Context: an optimization exercise on an open-source flow, tuned for small area. The choices shown serve that exercise and are no tape-out recipe. The RTL was checked by simulation tests, not by an equivalence proof against the original design. Power and IR drop assume default switching activity.

==> v34 <==
==> flow/design.v <==
module mips_ctrl_regs #(
  parameter int NREG  = 32,
  parameter int WIDTH = 32
) (
  input  logic             clk,
  input  logic             rst_b,
  input  logic [5:0]       dcd_op,
  input  logic [5:0]       dcd_funct2,
  input  logic [4:0]       rs_num,
  input  logic [4:0]       rt_num,
  input  logic [4:0]       rd_num,
  input  logic [WIDTH-1:0] rd_data,
  input  logic [WIDTH-1:0] pc,
  input  logic             halted,
  input  logic             IBE,
  input  logic             DBE,
  input  logic             Ov,
  input  logic             BP,
  input  logic             AdEL_inst,
  input  logic             AdEL_data,
  input  logic             AdES,
  input  logic             CpU,
  output logic [WIDTH-1:0] rs_data,
  output logic [WIDTH-1:0] rt_data,
  output logic             ctrl_we,
  output logic             ctrl_Sys,
  output logic             ctrl_RI,
  output logic [3:0]       alu__sel,
  output logic             alu__src,
  output logic             mem_to_reg,
  output logic [1:0]       ins_type,
  output logic             imm_sign,
  output logic             is_shift,
  output logic [2:0]       mem_read_bytes,
  output logic [2:0]       mem_write_bytes,
  output logic [3:0]       mem_write_en,
  output logic             exception_halt,
  output logic             load_ex_regs,
  output logic             load_bva,
  output logic             load_bva_sel,
  output logic [4:0]       cause
);
  localparam logic [3:0] ALU_ADD = 4'd0, ALU_ADDU = 4'd1, ALU_SUB = 4'd2, ALU_SUBU = 4'd3,
                         ALU_AND = 4'd4, ALU_OR = 4'd5, ALU_XOR = 4'd6, ALU_SRL = 4'd7,
                         ALU_SRA = 4'd8, ALU_SLL = 4'd9;
  localparam logic [1:0] T_R = 2'd0, T_I = 2'd1, T_J = 2'd2;
  always_comb begin
    ctrl_we         = 1'b0;
    ctrl_Sys        = 1'b0;
    ctrl_RI         = 1'b0;
    alu__sel        = ALU_ADD;
    alu__src        = 1'b0;
    mem_to_reg      = 1'b0;
    ins_type        = T_R;
    imm_sign        = 1'b0;
    is_shift        = 1'b0;
    mem_read_bytes  = 3'd0;
    mem_write_bytes = 3'd0;
    mem_write_en    = 4'b0000;
    case (dcd_op)
      6'h00: case (dcd_funct2)
        6'h20: begin alu__sel = ALU_ADD;  ctrl_we = 1'b1; end
        6'h21: begin alu__sel = ALU_ADDU; ctrl_we = 1'b1; end
        6'h22: begin alu__sel = ALU_SUB;  ctrl_we = 1'b1; end
        6'h23: begin alu__sel = ALU_SUBU; ctrl_we = 1'b1; end
        6'h24: begin alu__sel = ALU_AND;  ctrl_we = 1'b1; end
        6'h25: begin alu__sel = ALU_OR;   ctrl_we = 1'b1; end
        6'h26: begin alu__sel = ALU_XOR;  ctrl_we = 1'b1; end
        6'h00: begin alu__sel = ALU_SLL; is_shift = 1'b1; ctrl_we = 1'b1; end
        6'h02: begin alu__sel = ALU_SRL; is_shift = 1'b1; ctrl_we = 1'b1; end
        6'h03: begin alu__sel = ALU_SRA; is_shift = 1'b1; ctrl_we = 1'b1; end
        6'h0C: ctrl_Sys = 1'b1;
        default: ctrl_RI = 1'b1;
      endcase
      6'h08, 6'h09, 6'h0C, 6'h0D, 6'h0E: begin
        ins_type = T_I;
        ctrl_we  = 1'b1;
        alu__src = 1'b1;
        case (dcd_op)
          6'h08:   begin alu__sel = ALU_ADD;  imm_sign = 1'b1; end
          6'h09:   begin alu__sel = ALU_ADDU; imm_sign = 1'b1; end
          6'h0C:   alu__sel = ALU_AND;
          6'h0D:   alu__sel = ALU_OR;
          default: alu__sel = ALU_XOR;
        endcase
      end
      6'h20, 6'h21, 6'h23, 6'h24, 6'h25: begin
        ins_type   = T_I;
        ctrl_we    = 1'b1;
        alu__src   = 1'b1;
        imm_sign   = 1'b1;
        mem_to_reg = 1'b1;
        case (dcd_op[1:0])
          2'd0:    mem_read_bytes = 3'd1;
          2'd1:    mem_read_bytes = 3'd2;
          default: mem_read_bytes = 3'd4;
        endcase
      end
      6'h28, 6'h29, 6'h2B: begin
        ins_type = T_I;
        alu__src = 1'b1;
        imm_sign = 1'b1;
        case (dcd_op[1:0])
          2'd0:    begin mem_write_bytes = 3'd1; mem_write_en = 4'b0001; end
          2'd1:    begin mem_write_bytes = 3'd2; mem_write_en = 4'b0011; end
          default: begin mem_write_bytes = 3'd4; mem_write_en = 4'b1111; end
        endcase
      end
      6'h02: ins_type = T_J;
      6'h03: begin ins_type = T_J; ctrl_we = 1'b1; end
      default: ctrl_RI = 1'b1;
    endcase
  end
  logic [NREG-1:1]            valid_q;
  logic [NREG-1:1][WIDTH-1:0] data_q;
  logic [NREG-1:1]            wen;
  logic [NREG-1:0]            rs_sel, rt_sel;
  always_comb begin
    for (int r = 1; r < NREG; r++) wen[r] = ctrl_we && (rd_num == 5'(r));
  end
  always_ff @(posedge clk or posedge rst_b) begin
    if (rst_b) valid_q <= '0;
    else       valid_q <= valid_q | wen;
  end
  always_ff @(posedge clk) begin
    for (int r = 1; r < NREG; r++)
      if (wen[r]) data_q[r] <= rd_data;
  end
  always_comb begin
    rs_sel[0] = 1'b0;
    rt_sel[0] = 1'b0;
    for (int r = 1; r < NREG; r++) begin
      rs_sel[r] = valid_q[r] && (rs_num == 5'(r));
      rt_sel[r] = valid_q[r] && (rt_num == 5'(r));
    end
    rs_data = '0;
    rt_data = '0;
    for (int r = 1; r < NREG; r++) begin
      rs_data = rs_data | ({WIDTH{rs_sel[r]}} & data_q[r]);
      rt_data = rt_data | ({WIDTH{rt_sel[r]}} & data_q[r]);
    end
  end
  logic       exc_any, bva_c, bva_sel_c;
  logic [4:0] cause_c;
  logic       exc_halt_q, exc_halt_d;
  always_comb begin
    exc_any   = 1'b1;
    bva_c     = 1'b0;
    bva_sel_c = 1'b0;
    cause_c   = 5'd0;
    if      (AdEL_inst) begin cause_c = 5'd4; bva_c = 1'b1; end
    else if (IBE)       cause_c = 5'd6;
    else if (ctrl_RI)   cause_c = 5'd10;
    else if (CpU)       cause_c = 5'd11;
    else if (Ov)        cause_c = 5'd12;
    else if (BP)        cause_c = 5'd9;
    else if (AdEL_data) begin cause_c = 5'd4; bva_c = 1'b1; bva_sel_c = 1'b1; end
    else if (AdES)      begin cause_c = 5'd5; bva_c = 1'b1; bva_sel_c = 1'b1; end
    else if (DBE)       cause_c = 5'd7;
    else                exc_any = 1'b0;
    exc_halt_d = exc_halt_q | exc_any;
  end
  always_ff @(posedge clk or posedge rst_b) begin
    if (rst_b) exc_halt_q <= 1'b0;
    else       exc_halt_q <= exc_halt_d;
  end
  assign exception_halt = exc_halt_q;
  assign load_ex_regs   = exc_any & ~exc_halt_q;
  assign load_bva       = bva_c & ~exc_halt_q;
  assign load_bva_sel   = bva_sel_c;
  assign cause          = cause_c;
  logic unused_inputs;
  assign unused_inputs = halted ^ (^pc);
endmodule
==> flow/run.sh <==
#!/bin/bash
# synth_recipe.tcl (not shown) runs the flow's synth.tcl, then flattens the netlist and writes it again
# the make line also repeats each setting of config.mk as NAME=value (left out here)
make -C /OpenROAD-flow-scripts/flow DESIGN_CONFIG=/design/flow/config.mk WORK_HOME=/design/flow/orfs CLKGATE_MAP_FILE= SYNTH_SCRIPT=/design/flow/synth_recipe.tcl finish
==> flow/config.mk <==
export PLATFORM = sky130hd
export DESIGN_NAME = mips_ctrl_regs
export DESIGN_NICKNAME = mips_ctrl_regs
export VERILOG_FILES = /design/flow/design.v
export SDC_FILE = /design/flow/constraint.sdc
export NUM_CORES = 4
export LEC_CHECK = 0
export CAP_MARGIN = 20
export CORE_MARGIN = 2
export CORE_UTILIZATION = 45
export CTS_BUF_LIST = sky130_fd_sc_hd__clkbuf_4 sky130_fd_sc_hd__clkbuf_8
export PLACE_DENSITY = 0.6
export SLEW_MARGIN = 20
==> flow/constraint.sdc <==
create_clock -name core_clock -period 5.5 [get_ports {clk}]
set_input_delay 1.1000 -clock core_clock [delete_from_list [all_inputs] [get_ports {clk}]]
set_output_delay 1.1000 -clock core_clock [all_outputs]
set_load 0.01 [all_outputs]
==> inputs of v12, as changes to v34 <==
--- a/flow/design.v
+++ b/flow/design.v
@@ -124,6 +124,12 @@
   end
-  always_ff @(posedge clk) begin
-    for (int r = 1; r < NREG; r++)
-      if (wen[r]) data_q[r] <= rd_data;
-  end
+  logic [NREG-1:1]            nwen;
+  logic [NREG-1:1][WIDTH-1:0] data_d;
+  assign nwen = ~wen;
+  for (genvar r = 1; r < NREG; r++) begin : g_wr
+    for (genvar b = 0; b < WIDTH; b++) begin : g_b
+      mips_ctrl_regs_wbit u_w (.we(wen[r]), .nwe(nwen[r]), .d(rd_data[b]), .q(data_q[r][b]),
+                               .y(data_d[r][b]));
+    end
+  end
+  always_ff @(posedge clk) data_q <= data_d;
   always_comb begin
@@ -135,8 +141,10 @@
     end
-    rs_data = '0;
-    rt_data = '0;
-    for (int r = 1; r < NREG; r++) begin
-      rs_data = rs_data | ({WIDTH{rs_sel[r]}} & data_q[r]);
-      rt_data = rt_data | ({WIDTH{rt_sel[r]}} & data_q[r]);
+  end
+  for (genvar b = 0; b < WIDTH; b++) begin : g_rd
+    logic [NREG-1:1] col;
+    for (genvar r = 1; r < NREG; r++) begin : g_col
+      assign col[r] = data_q[r][b];
     end
+    mips_ctrl_regs_rdbit u_rs (.sel(rs_sel[NREG-1:1]), .d(col), .o(rs_data[b]));
+    mips_ctrl_regs_rdbit u_rt (.sel(rt_sel[NREG-1:1]), .d(col), .o(rt_data[b]));
   end
@@ -174 +182,29 @@
 endmodule
+module mips_ctrl_regs_rdbit (
+  input  logic [31:1] sel,
+  input  logic [31:1] d,
+  output logic        o
+);
+  logic [10:0] y;
+  for (genvar k = 0; k < 10; k++) begin : g_grp
+    mips_ctrl_regs_aoi3 u (.s(sel[3*k+3:3*k+1]), .d(d[3*k+3:3*k+1]), .y(y[k]));
+  end
+  assign y[10] = ~(sel[31] & d[31]);
+  assign o = ~&y;
+endmodule
+module mips_ctrl_regs_aoi3 (
+  input  logic [2:0] s,
+  input  logic [2:0] d,
+  output logic       y
+);
+  assign y = ~|(s & d);
+endmodule
+module mips_ctrl_regs_wbit (
+  input  logic we,
+  input  logic nwe,
+  input  logic d,
+  input  logic q,
+  output logic y
+);
+  assign y = (we & d) | (nwe & q);
+endmodule
==> flow/flow/run.sh (new file) <==
#!/bin/bash
set -euo pipefail
export BUFFER_PORTS_ARGS="-buffer_cell sky130_fd_sc_hd__buf_2"
export CTS_ARGS="-sink_clustering_enable -repair_clock_nets -dont_use_dummy_load -buf_list sky130_fd_sc_hd__clkbuf_8 -sink_clustering_size 15 -sink_clustering_max_diameter 70"
bash standard.sh > standard_flow.log 2>&1
==> flow/standard.sh (new file) <==
#!/bin/bash
# synth_recipe.tcl (not shown) runs the flow's synth.tcl, then flattens the netlist and writes it again
# the make line also repeats each setting of config.mk as NAME=value (left out here)
make -C /OpenROAD-flow-scripts/flow DESIGN_CONFIG=/design/flow/config.mk WORK_HOME=/design/flow/orfs CLKGATE_MAP_FILE= SYNTH_SCRIPT=/design/flow/synth_recipe.tcl "${@:-finish}"
--- a/flow/config.mk
+++ b/flow/config.mk
@@ -10,4 +10,4 @@
 export CORE_UTILIZATION = 45
-export CTS_BUF_LIST = sky130_fd_sc_hd__clkbuf_4 sky130_fd_sc_hd__clkbuf_8
 export PLACE_DENSITY = 0.6
 export SLEW_MARGIN = 20
+export SYNTH_HIERARCHICAL = 1
removed: flow/run.sh
==> run notes <==
item                                                                        v12                   v34
Net Sw Power                                                          0.00396 W             0.00421 W
Antenna violations before repair                                             33                    41
Cell area after technology mapping                                 0.0396 sq mm          0.0447 sq mm
Reported clock group power                                            0.00375 W             0.00691 W
Sequential standard cell area                                      0.0207 sq mm          0.0306 sq mm
Proportion of netlist area held by the largest area contributor           50.1%                 66.7%
Total number of yosys warnings                                                7                     1
Share of the final layout cell area in multi-input gates                  42.8%                 24.0%
Number of enable-type register cells in the synthesized netlist               0                   992
Final non-filler cell area                                         0.0444 sq mm          0.0555 sq mm
Number of signal-net buffers in the layout                                  332                   617
Final-stage net count                                                     3,752                 3,750
Result of the run                                                finished clean       failed layout checks
Layout check failures                                                         -  negative setup slack
WP data arrival                                                         4.08 ns               4.54 ns
Final-layout worst hold slack                                          0.493 ns              0.529 ns

## static timing again, ports no longer ideal
In the flow no input, the clock included, has a driving cell. The finished layouts below were timed again as built, in two steps. Step 1 (the two cells are an assumption about what drives the block):
set clk [get_ports {clk}]
set_driving_cell -lib_cell sky130_fd_sc_hd__clkbuf_16 $clk
set_driving_cell -lib_cell sky130_fd_sc_hd__buf_2 [delete_from_list [all_inputs] $clk]
Step 2 also shifts input and output timing later by t, the mid clock arrival at the registers, as if the neighbouring blocks saw the same clock. a / b / c = ideal ports / drivers / drivers and shift; a / b = the first two.
run | shift t [ns] | slack for setup (ns) | worst setup path at the end | worst slew at a driven data input, ns
v34 | 0.941 | -0.143 / -0.170 / -0.170 | input to output | 0.13
v12 | 0.772 | 0.317 / 0.151 / 0.151 | input to output | 0.24
For v12, which loses most, drivers alone change the setup slack by -0.166 ns; drivers and shift together by -0.166 ns.
